What follows belongs to an exercise in optimizing a design on an open flow for small area and a short achievable clock period; a production flow would make more cautious choices.
In this exercise RTL edits were held to simulation tests only and were not proved equivalent to the original.
No activity file was given, so power comes from the tool's default toggle rates.

lagoon:
Design mips_instr_sequencer, start of the top module:
module mips_instr_sequencer #(
  parameter int                DATA_W       = 32,
  parameter int                DEPTH        = 64,
  parameter int                ADDR_W       = $clog2(DEPTH),
  parameter logic [DATA_W-1:0] NOP_WORD     = '0,
  parameter int                DRAIN_CYCLES = 12
) (
  input  logic              clk,
  input  logic              reset,
  input  logic              load_en,
  input  logic [ADDR_W-1:0] load_addr,
  input  logic [DATA_W-1:0] load_data,
  input  logic [ADDR_W:0]   prog_len,
  input  logic              start,
  input  logic              step_mode,
  input  logic              step,
  input  logic              loop_en,
  input  logic              stall,
  input  logic              abort,
  output logic [DATA_W-1:0] instr,
  output logic              instr_valid,
  output logic [ADDR_W-1:0] pc_idx,
  output logic              busy,
  output logic              done,
  output logic [15:0]       issued_cnt
);
For scale: about 5800 cells after synthesis, roughly 2100 flip-flops, roughly 110 I/O pins, about 73000 sq um of cells after synthesis.
clock: 4.5 ns
lec_check: 0
cap_margin: 20
core_aspect_ratio: 0.6
core_margin: 2
core_utilization: 50
cts_cluster_diameter: 100
cts_cluster_size: 25
place_density: 0.85
setup_slack_margin: 2.5
slew_margin: 20
synth_hierarchical: 1
synth_minimum_keep_size: 0
standard.sh (not shown) runs the stock make flow with config.mk's settings and CLKGATE_MAP_FILE= SYNTH_SCRIPT=/design/flow/synth_recipe.tcl, a recipe that flattens the netlist after the stock synthesis.
==> flow/flow/run.sh <==
#!/bin/bash
# Standard layout (the standard.sh, all steps, standard synthesis) with two
# changes made through ORFS's own hooks:
#  - the port buffers that global placement inserts are buf_4 cells instead of
#    the resizer's default pick (a clkdlybuf4s50_1 delay cell);
#  - the 64 x 32 buffer flip-flops are pre-placed as a regular array (bit b in
#    column b, word w in a row, a spare row after every two words) before global placement and released after it,
#    so each bit's read tree is placed compactly around its column.
set -euo pipefail
here="$(cd "$(dirname "${BASH_SOURCE[0]}")" && pwd)"
export BUFFER_PORTS_ARGS="-buffer_cell sky130_fd_sc_hd__buf_4"
export PRE_GLOBAL_PLACE_SKIP_IO_TCL="$here/place_array.tcl"
export POST_GLOBAL_PLACE_TCL="$here/release_array.tcl"
export ARRAY_GAP_EVERY=2
bash standard.sh finish > standard_make.log 2>&1
Other scripts of this flow, unchanged in this note and not shown: flow/flow/place_array.tcl, flow/flow/release_array.tcl
lagoon went all the way through the flow, and no timing, DRC or antenna check failed.
#### Input delta (pepper over lagoon)
-- flow/design.v --
<<< lagoon, line 104
  logic len_nz, len_one;
  logic [ADDR_W-1:0] len_last;
  mips_seq_lenchk #(.W(ADDR_W+1)) u_lenchk (.len(prog_len), .nz(len_nz), .one(len_one));
  assign len_last = prog_len[ADDR_W] ? {ADDR_W{1'b1}} : (prog_len[ADDR_W-1:0] - ADDR_W'(1));
  logic start_ok, issue_st, issue_rs, issue, hold, at_last, wrap_loop;
>>> pepper, line 104
  logic len_nz, len_one;
  logic [ADDR_W-1:0] len_last;
  assign len_nz   = |prog_len;
  assign len_one  = (prog_len == (ADDR_W+1)'(1));
  assign len_last = prog_len[ADDR_W] ? {ADDR_W{1'b1}} : (prog_len[ADDR_W-1:0] - ADDR_W'(1));
  logic start_ok, issue_st, issue_rs, issue, hold, at_last, wrap_loop;
<<< lagoon, line 268
  assign x = a & b;
endmodule
module mips_seq_lenchk #(
  parameter int W = 7
) (
  input  logic [W-1:0] len,
  output logic         nz,
  output logic         one
);
  assign nz  = |len;
  assign one = (len == W'(1));
endmodule
`default_nettype wire
>>> pepper, line 269
  assign x = a & b;
endmodule
`default_nettype wire
Findings:
pepper | stages: all done | timing, DRC, antenna: all pass
Placed cell area across pepper and lagoon: no real change.
pepper reports a lower amount of wire on met3 after detailed routing than lagoon does.
Summary of pepper over lagoon: post-layout total power -about 0.9%; setup slack went up by 0.10 ns; routed wire length on met2 rose 1.0%; final design instance area without fill down 0.88%.
Portion of the clock cycle consumed by the worst path in the final layout down 2.3 points in pepper wrt lagoon
[compare] base=lagoon new=pepper: floorplan die area closely matched the old numbers; cell total after placement shows no meaningful change; number of port buffers now sits at about the same level; sequential share of layout area increased 0.44 points.


Another version of the RTL of mips_instr_sequencer (not shown whole).
Size in the first run: about 5800 cells after synthesis, ~2100 flip-flops.
## mips_instr_sequencer
module mips_instr_sequencer #(
  parameter int                DATA_W       = 32,
  parameter int                DEPTH        = 64,
  parameter int                ADDR_W       = $clog2(DEPTH),
  parameter logic [DATA_W-1:0] NOP_WORD     = '0,
  parameter int                DRAIN_CYCLES = 12
) (
  input  logic              clk,
  input  logic              reset,
  input  logic              load_en,
  input  logic [ADDR_W-1:0] load_addr,
  input  logic [DATA_W-1:0] load_data,
  input  logic [ADDR_W:0]   prog_len,
  input  logic              start,
  input  logic              step_mode,
  input  logic              step,
  input  logic              loop_en,
  input  logic              stall,
  input  logic              abort,
  output logic [DATA_W-1:0] instr,
  output logic              instr_valid,
  output logic [ADDR_W-1:0] pc_idx,
  output logic              busy,
  output logic              done,
  output logic [15:0]       issued_cnt
);
clock: 4.5 ns
lec_check: 0
cap_margin: 20
core_aspect_ratio: 0.6
core_margin: 2
core_utilization: 50
cts_cluster_diameter: 100
cts_cluster_size: 25
place_density: 0.85
setup_slack_margin: 2.5
slew_margin: 20
synth_hierarchical: 1
synth_minimum_keep_size: 0
==> flow/flow/run.sh <==
#!/bin/bash
# Standard layout (the standard.sh, all steps, standard synthesis) with
# three changes made through ORFS's own hooks:
#  - the port buffers that global placement inserts are buf_4 cells instead of
#    the resizer's default pick (a clkdlybuf4s50_1 delay cell);
#  - the 64 x 32 buffer flip-flops are pre-placed as a regular array (bit b in
#    column b, word w in a row, a spare row after every two words) before
#    global placement and released after it, so each bit's read tree is placed
#    compactly around its column (place_array.tcl, release_array.tcl);
#  - instr[b] and load_data[b] pins are placed on the bottom and top edges at
#    column b before the pin placer places the rest (place_io.tcl).
set -euo pipefail
here="$(cd "$(dirname "${BASH_SOURCE[0]}")" && pwd)"
export BUFFER_PORTS_ARGS="-buffer_cell sky130_fd_sc_hd__buf_4"
export PRE_GLOBAL_PLACE_SKIP_IO_TCL="$here/place_array.tcl"
export POST_GLOBAL_PLACE_TCL="$here/release_array.tcl"
export PRE_IO_PLACEMENT_TCL="$here/place_io.tcl"
export ARRAY_GAP_EVERY=2
bash standard.sh finish > standard_make.log 2>&1
Other scripts of this flow, unchanged in this note and not shown: flow/flow/place_array.tcl, flow/flow/place_io.tcl, flow/flow/release_array.tcl
Rerun with:
--- a/flow/design.v
+++ b/flow/design.v
@@ -69,31 +69,36 @@
     for (int w = 0; w < DEPTH; w++) begin
       mem_q[w] <= mem_d[w];
     end
   end
   for (genvar w = 0; w < DEPTH; w++) begin : g_sel
     mips_seq_and2 u_sel (.a(row_q[w/8]), .b(col_q[w%8]), .x(rsel[w]));
   end
   logic [2:0] rd_n [DATA_W];
   for (genvar b = 0; b < DATA_W; b++) begin : g_rd
     logic [21:0] l1_n;
     logic [5:0]  l2;
-    for (genvar k = 0; k < 21; k++) begin : g_l1
+    for (genvar k = 0; k < 20; k++) begin : g_l1
       mips_seq_a222oi u_l1 (
         .a1(rsel[3*k]),   .a2(mem_q[3*k][b]),
         .b1(rsel[3*k+1]), .b2(mem_q[3*k+1][b]),
         .c1(rsel[3*k+2]), .c2(mem_q[3*k+2][b]),
         .y(l1_n[k])
       );
     end
-    mips_seq_nand2 u_l1a (.a(rsel[63]), .b(mem_q[63][b]), .y(l1_n[21]));
+    mips_seq_a22oi u_l1a (
+      .a1(rsel[60]), .a2(mem_q[60][b]), .b1(rsel[61]), .b2(mem_q[61][b]), .y(l1_n[20])
+    );
+    mips_seq_a22oi u_l1b (
+      .a1(rsel[62]), .a2(mem_q[62][b]), .b1(rsel[63]), .b2(mem_q[63][b]), .y(l1_n[21])
+    );
     for (genvar k = 0; k < 5; k++) begin : g_l2
       mips_seq_nand4 u_l2 (
         .a(l1_n[4*k]), .b(l1_n[4*k+1]), .c(l1_n[4*k+2]), .d(l1_n[4*k+3]), .y(l2[k])
       );
     end
     mips_seq_nand2 u_l2b (.a(l1_n[20]), .b(l1_n[21]), .y(l2[5]));
     for (genvar k = 0; k < 3; k++) begin : g_l3
       mips_seq_nor2 u_l3 (.a(l2[2*k]), .b(l2[2*k+1]), .y(rd_n[b][k]));
     end
   end
   logic len_nz, len_one;
Effect:
- final cell count stays flat
- combinational power stays flat
- design area climbs by 0.43%
- area after synthesis climbs by 0.50%
- worst setup slack gets worse by 0.011 ns
- power drops by 0.31%
- worst hold slack gets worse by 0.0042 ns
- non-clock buffer count drops by 2
- core utilization is about the same
- routed wire length stays flat

what the ideal ports hide:
The results above use ideal ports. As a check the final layouts listed here were re-extracted and re-timed, cells and wires unchanged. Step 1 assumes that a clkbuf_16 drives the clock port and a buf_2 every other input. Step 2 times the ports against the registers' clock, not the clock port: input delays grow and output delays shrink by t, the midpoint of the rising clock arrivals with the driver on. Slacks: ideal ports / drivers / drivers and shift; pairs: ideal ports / drivers.
| run | t (ns) | setup slack, ns | worst hold slack (ns) | worst setup path at the end | clock arrival spread, ns |
|---|---|---|---|---|---|
| lagoon | 0.816 | 2.263 / 2.246 / 1.484 | 0.419 / 0.366 / 0.471 | input to register | 0.036 / 0.036 |
| pepper | 0.802 | 2.364 / 2.293 / 1.591 | 0.462 / 0.462 / 0.462 | input to register | 0.026 / 0.025 |
| the first run of note 2 | 0.813 | 2.347 / 2.267 / 1.454 | 0.421 / 0.475 / 0.475 | input to register | 0.036 / 0.036 |
| the second run of note 2 | 0.810 | 2.336 / 2.266 / 1.507 | 0.416 / 0.468 / 0.468 | input to register | 0.036 / 0.036 |
After both steps setup and hold are still met in every run listed. The setup slack of the first run of note 2, which loses most, moves by -0.080 ns with the drivers and by -0.893 ns with both steps.
